From an optimization exercise on the open Yosys and OpenROAD flow, aimed at small area, a short achievable clock period and few clock cycles per item; shortcuts taken in it are not production practice.
The RTL was checked by simulation tests, not by an equivalence proof against the original design.

==> v37 <==
// real_mul_arbiter
module real_mul_arbiter #(
  parameter  int N_REQ     = 4,
  parameter  int IS_DOUBLE = 1,
  localparam int ID_W      = $clog2(N_REQ)
) (
  input  logic                  clk,
  input  logic                  rst,
  input  logic [N_REQ-1:0]      req_valid,
  output logic [N_REQ-1:0]      req_ready,
  input  logic [real_mul_arbiter_pkg::OP_W*N_REQ-1:0] req_op1,
  input  logic [real_mul_arbiter_pkg::OP_W*N_REQ-1:0] req_op2,
  output logic                  rsp_valid,
  input  logic                  rsp_ready,
  output logic [ID_W-1:0]       rsp_id,
  output logic [real_mul_arbiter_pkg::OP_W-1:0] rsp_result,
  output logic                  busy,
  output logic [real_mul_arbiter_pkg::CNT_W-1:0] ops_done
);
  localparam int W  = real_mul_arbiter_pkg::OP_W;
  localparam int RW = real_mul_arbiter_pkg::ROW_W;
  logic [N_REQ-1:0][N_REQ-1:0] prec;
  logic [N_REQ-1:0][N_REQ-1:0] prec_nxt;
  logic [N_REQ-1:0] gnt;
  logic [ID_W-1:0]  gnt_idx;
  logic             can, acc, adv_a, adv_b, adv_c, take;
  logic            a_v;
  logic [ID_W-1:0] a_id;
  logic [W-1:0]    a_op1, a_op2, sel_op1, sel_op2;
  logic            b_v;
  logic [ID_W-1:0] b_id;
  logic [RW-1:0]   b_row0, b_row1, m_row0, m_row1;
  logic            b_cout, b_zero_lo, m_cout, m_zero_lo;
  logic [12:0]     b_esum, m_esum;
  logic            b_sgn, b_nan, b_inf, b_zero;
  logic [2:0]      b_ovf, b_unf, m_ovf, m_unf;
  logic            m_sgn, m_nan, m_inf, m_zero;
  logic            c_v;
  logic [ID_W-1:0] c_id;
  ...
==> module real_mul_arbiter, before the edit <==
module real_mul_arbiter #(
  parameter  int N_REQ     = 4,
  parameter  int IS_DOUBLE = 1,
  localparam int ID_W      = $clog2(N_REQ)
) (
  input  logic                  clk,
  input  logic                  rst,
  input  logic [N_REQ-1:0]      req_valid,
  output logic [N_REQ-1:0]      req_ready,
  input  logic [real_mul_arbiter_pkg::OP_W*N_REQ-1:0] req_op1,
  input  logic [real_mul_arbiter_pkg::OP_W*N_REQ-1:0] req_op2,
  output logic                  rsp_valid,
  input  logic                  rsp_ready,
  output logic [ID_W-1:0]       rsp_id,
  output logic [real_mul_arbiter_pkg::OP_W-1:0] rsp_result,
  output logic                  busy,
  output logic [real_mul_arbiter_pkg::CNT_W-1:0] ops_done
);
  localparam int W  = real_mul_arbiter_pkg::OP_W;
  localparam int RW = real_mul_arbiter_pkg::ROW_W;
  logic [N_REQ-1:0][N_REQ-1:0] prec;
  logic [N_REQ-1:0][N_REQ-1:0] prec_nxt;
  logic [N_REQ-1:0] gnt;
  logic [ID_W-1:0]  gnt_idx;
  logic             can, acc, adv_a, adv_b, adv_c, take;
  logic            a_v;
  logic [ID_W-1:0] a_id;
  logic [W-1:0]    a_op1, a_op2, sel_op1, sel_op2;
  logic            b_v;
  logic [ID_W-1:0] b_id;
  logic [RW-1:0]   b_row0, b_row1, m_row0, m_row1;
  logic            b_cout, b_zero_lo, m_cout, m_zero_lo;
  logic [12:0]     b_esum, m_esum;
  logic            b_sgn, b_nan, b_inf, b_zero;
  logic [2:0]      b_ovf, b_unf, m_ovf, m_unf;
  logic            m_sgn, m_nan, m_inf, m_zero;
  logic            c_v;
  logic [ID_W-1:0] c_id;
  logic [W-1:0]    c_res, m_res;
  always_comb begin
    for (int j = 0; j < N_REQ; j++)
      gnt[j] = req_valid[j] & ~|(req_valid & prec[j]);
  end
  always_comb begin
    for (int j = 0; j < N_REQ; j++)
      for (int k = 0; k < N_REQ; k++) begin
        prec_nxt[j][k] = 1'b0;
        for (int g = 0; g < N_REQ; g++)
          if (gnt[g] && k != j && ((k - g - 1 + 2 * N_REQ) % N_REQ) < ((j - g - 1 + 2 * N_REQ) % N_REQ))
            prec_nxt[j][k] = 1'b1;
      end
  end
  always_comb begin
    gnt_idx = '0;
    sel_op1 = '0;
    sel_op2 = '0;
    for (int j = 0; j < N_REQ; j++) begin
      if (gnt[j]) gnt_idx = gnt_idx | ID_W'(j);
      sel_op1 = sel_op1 | (req_op1[j*W +: W] & {W{gnt[j]}});
      sel_op2 = sel_op2 | (req_op2[j*W +: W] & {W{gnt[j]}});
    end
  end
  assign can   = ~(a_v & b_v & c_v) | rsp_ready;
  assign acc   = rst & can & |req_valid;
  assign take  = c_v & rsp_ready;
  assign adv_c = ~c_v | rsp_ready;
  assign adv_b = ~b_v | adv_c;
  assign adv_a = ~a_v | adv_b;
  assign req_ready  = gnt & {N_REQ{rst & can}};
  assign busy       = a_v | b_v | c_v;
  assign rsp_valid  = c_v;
  assign rsp_id     = c_id;
  assign rsp_result = c_res;
  always_ff @(posedge clk or negedge rst) begin
    if (!rst) begin
      for (int j = 0; j < N_REQ; j++)
        for (int k = 0; k < N_REQ; k++)
          prec[j][k] <= (k < j);
      a_v      <= 1'b0;
      b_v      <= 1'b0;
      c_v      <= 1'b0;
      ops_done <= '0;
    end else begin
      if (acc) prec <= prec_nxt;
      if (adv_a) a_v <= acc;
      if (adv_b) b_v <= a_v;
      if (adv_c) c_v <= b_v;
      if (take)  ops_done <= ops_done + 1'b1;
    end
  end
  always_ff @(posedge clk) begin
    if (acc) begin
      a_op1 <= sel_op1;
      a_op2 <= sel_op2;
      a_id  <= gnt_idx;
    end
    if (adv_b) begin
      b_id      <= a_id;
      b_row0    <= m_row0;
      b_row1    <= m_row1;
      b_cout    <= m_cout;
      b_zero_lo <= m_zero_lo;
      b_esum    <= m_esum;
      b_sgn     <= m_sgn;
      b_nan     <= m_nan;
      b_inf     <= m_inf;
      b_zero    <= m_zero;
      b_ovf     <= m_ovf;
      b_unf     <= m_unf;
    end
    if (adv_c) begin
      c_id  <= b_id;
      c_res <= m_res;
    end
  end
  real_mul_core u_core (
    .op1    (a_op1),
    .op2    (a_op2),
    .row0   (m_row0),
    .row1   (m_row1),
    .lo_cout(m_cout),
    .lo_zero(m_zero_lo),
    .esum   (m_esum),
    .sgn    (m_sgn),
    .is_nan (m_nan),
    .is_inf (m_inf),
    .e_ovf  (m_ovf),
    .e_unf  (m_unf),
    .is_zero(m_zero)
  );
  real_mul_round u_round (
    .row0   (b_row0),
    .row1   (b_row1),
    .lo_cout(b_cout),
    .lo_zero(b_zero_lo),
    .esum   (b_esum),
    .sgn    (b_sgn),
    .is_nan (b_nan),
    .is_inf (b_inf),
    .is_zero(b_zero),
    .e_ovf  (b_ovf),
    .e_unf  (b_unf),
    .result (m_res)
  );
endmodule
==> flow/config.mk <==
export PLATFORM = sky130hd
export DESIGN_NAME = real_mul_arbiter
export DESIGN_NICKNAME = real_mul_arbiter
export VERILOG_FILES = /design/flow/design.v
export SDC_FILE = /design/flow/constraint.sdc
export NUM_CORES = 4
export LEC_CHECK = 0
export CAP_MARGIN = 20
export CORE_MARGIN = 2
export CORE_UTILIZATION = 40
export SLEW_MARGIN = 20
==> flow/constraint.sdc <==
create_clock -name core_clock -period 18.0 [get_ports {clk}]
set_input_delay 3.6000 -clock core_clock [delete_from_list [all_inputs] [get_ports {clk}]]
set_output_delay 3.6000 -clock core_clock [all_outputs]
set_load 0.01 [all_outputs]
standard.sh (not shown) runs the stock make flow with config.mk's settings and CLKGATE_MAP_FILE= SYNTH_SCRIPT=/design/flow/synth_recipe.tcl, a recipe that flattens the netlist after the stock synthesis.
==> flow/flow/run.sh <==
#!/bin/bash
# Standard synthesis and layout, with two changes to how the layout is made:
# - repair_timing aims for 10 ns of extra setup slack, so the critical paths are sized and
#   buffered for a period well below the clock period;
# - the buffers that the flow puts on every input and output port are the smallest buffer cell.
set -euo pipefail
bash standard.sh SETUP_SLACK_MARGIN=10 "BUFFER_PORTS_ARGS=-buffer_cell sky130_fd_sc_hd__buf_1" finish > standard.log 2>&1
==> v10: changes against v37 <==
--- a/flow/design.v
+++ b/flow/design.v
@@ -8914,6 +8914,9 @@
     for (int j = 0; j < N_REQ; j++) begin
-      if (gnt[j]) gnt_idx = gnt_idx | ID_W'(j);
-      sel_op1 = sel_op1 | (req_op1[j*W +: W] & {W{gnt[j]}});
-      sel_op2 = sel_op2 | (req_op2[j*W +: W] & {W{gnt[j]}});
+      if (req_ready[j]) gnt_idx = gnt_idx | ID_W'(j);
+      sel_op1 = sel_op1 | (req_op1[j*W +: W] & {W{req_ready[j]}});
+      sel_op2 = sel_op2 | (req_op2[j*W +: W] & {W{req_ready[j]}});
     end
+    gnt_idx = gnt_idx | (a_id & {ID_W{~acc}});
+    sel_op1 = sel_op1 | (a_op1 & {W{~acc}});
+    sel_op2 = sel_op2 | (a_op2 & {W{~acc}});
   end
@@ -8948,7 +8951,5 @@
   always_ff @(posedge clk) begin
-    if (acc) begin
-      a_op1 <= sel_op1;
-      a_op2 <= sel_op2;
-      a_id  <= gnt_idx;
-    end
+    a_op1 <= sel_op1;
+    a_op2 <= sel_op2;
+    a_id  <= gnt_idx;
     if (adv_b) begin
==> flow/flow/run.sh (replaced) <==
#!/bin/bash
# Standard synthesis and layout, with two changes to how the layout is made:
# - repair_timing aims for 10.5 ns of extra setup slack, so the critical paths are sized and
#   buffered for a period well below the clock period;
# - the buffers that the flow puts on every input and output port are the smallest buffer cell.
set -euo pipefail
bash standard.sh SETUP_SLACK_MARGIN=10.5 "BUFFER_PORTS_ARGS=-buffer_cell sky130_fd_sc_hd__buf_1" finish > standard.log 2>&1
==> comparison <==
Against v10, the count of clock-buffer cells in the layout of v37 is lower by 14.
In flip-flop and latch count, v37 and v10 do not differ.
Of v37 and v10, v37 has the higher critical path depth (gap 1).
Of v10 and v37, v10 has the higher synthesized cell count (gap about 1.1%, measured against v37).
In v10 the maximum frequency is lower than in v37, by 0.94%.
Between v10 and v37, the lower cell count is in v37 (gap 0.63%, measured against v37).
==> figures <==
| quantity | v10 | v37 |
|---|---|---|
| Status | no timing/DRC/antenna violations | no timing/DRC/antenna violations |
| Flip-flop and latch area | 9590 um2 | 10700 um2 |
| Final hold slack | 0.416 ns | 0.430 ns |
| Area of the placeable core | 198000 um2 | 199000 um2 |
| Comb_multi_in | 6503 | 6466 |
| Number of clock buffers in the layout | 66 | 52 |
| Wirelength, routed | 401 mm | 384 mm |
| Initial DRT Pass Iterations | 10 | 7 |
| Non-clock buffer total of the final layout | 882 | 854 |
| Routed wire length on met2 | 166 mm | 163 mm |
| Launch point of the worst reg-to-reg path | a_op2[31] | a_op2[32] |
| Fraction of final layout cells sized beyond drive strength 1 | 8.00% | 6.24% |
| Start point of the critical path | req_valid[0] | rsp_ready |
Testbench counts of v37, summed over its fixed seeds: cycles 3,224, items 3,200.
Testbench counts of v10, summed over its fixed seeds: cycles 3,224, items 3,200.

-- what the ideal ports hide --
No port has a modelled driver above. Below, the same layouts with a new extraction and two added sets of constraints. Step 1: set_driving_cell puts a clkbuf_16 on clk and a buf_2 on each other input, an assumption about the parent block. Step 2 adds t to the input delays and takes it off the output delays; t is the mean of the earliest and latest rising clock arrival at the registers after step 1. Input paths then give back, and output paths get back, about the clock's delay inside the block. Three values: ideal ports, drivers, drivers and shift; two values: the first two.
| run | t (ns) | setup slack, ns | worst slew at a driven data input, ns |
|---|---|---|---|
| v37 | 0.755 | 9.987 / 9.942 / 9.942 | 0.16 |
| v10 | 0.706 | 9.911 / 9.795 / 9.795 | 0.29 |
After both steps every run listed still meets setup and hold. For v10, which loses most, drivers alone change the setup slack by -0.116 ns; drivers and shift together by -0.116 ns.
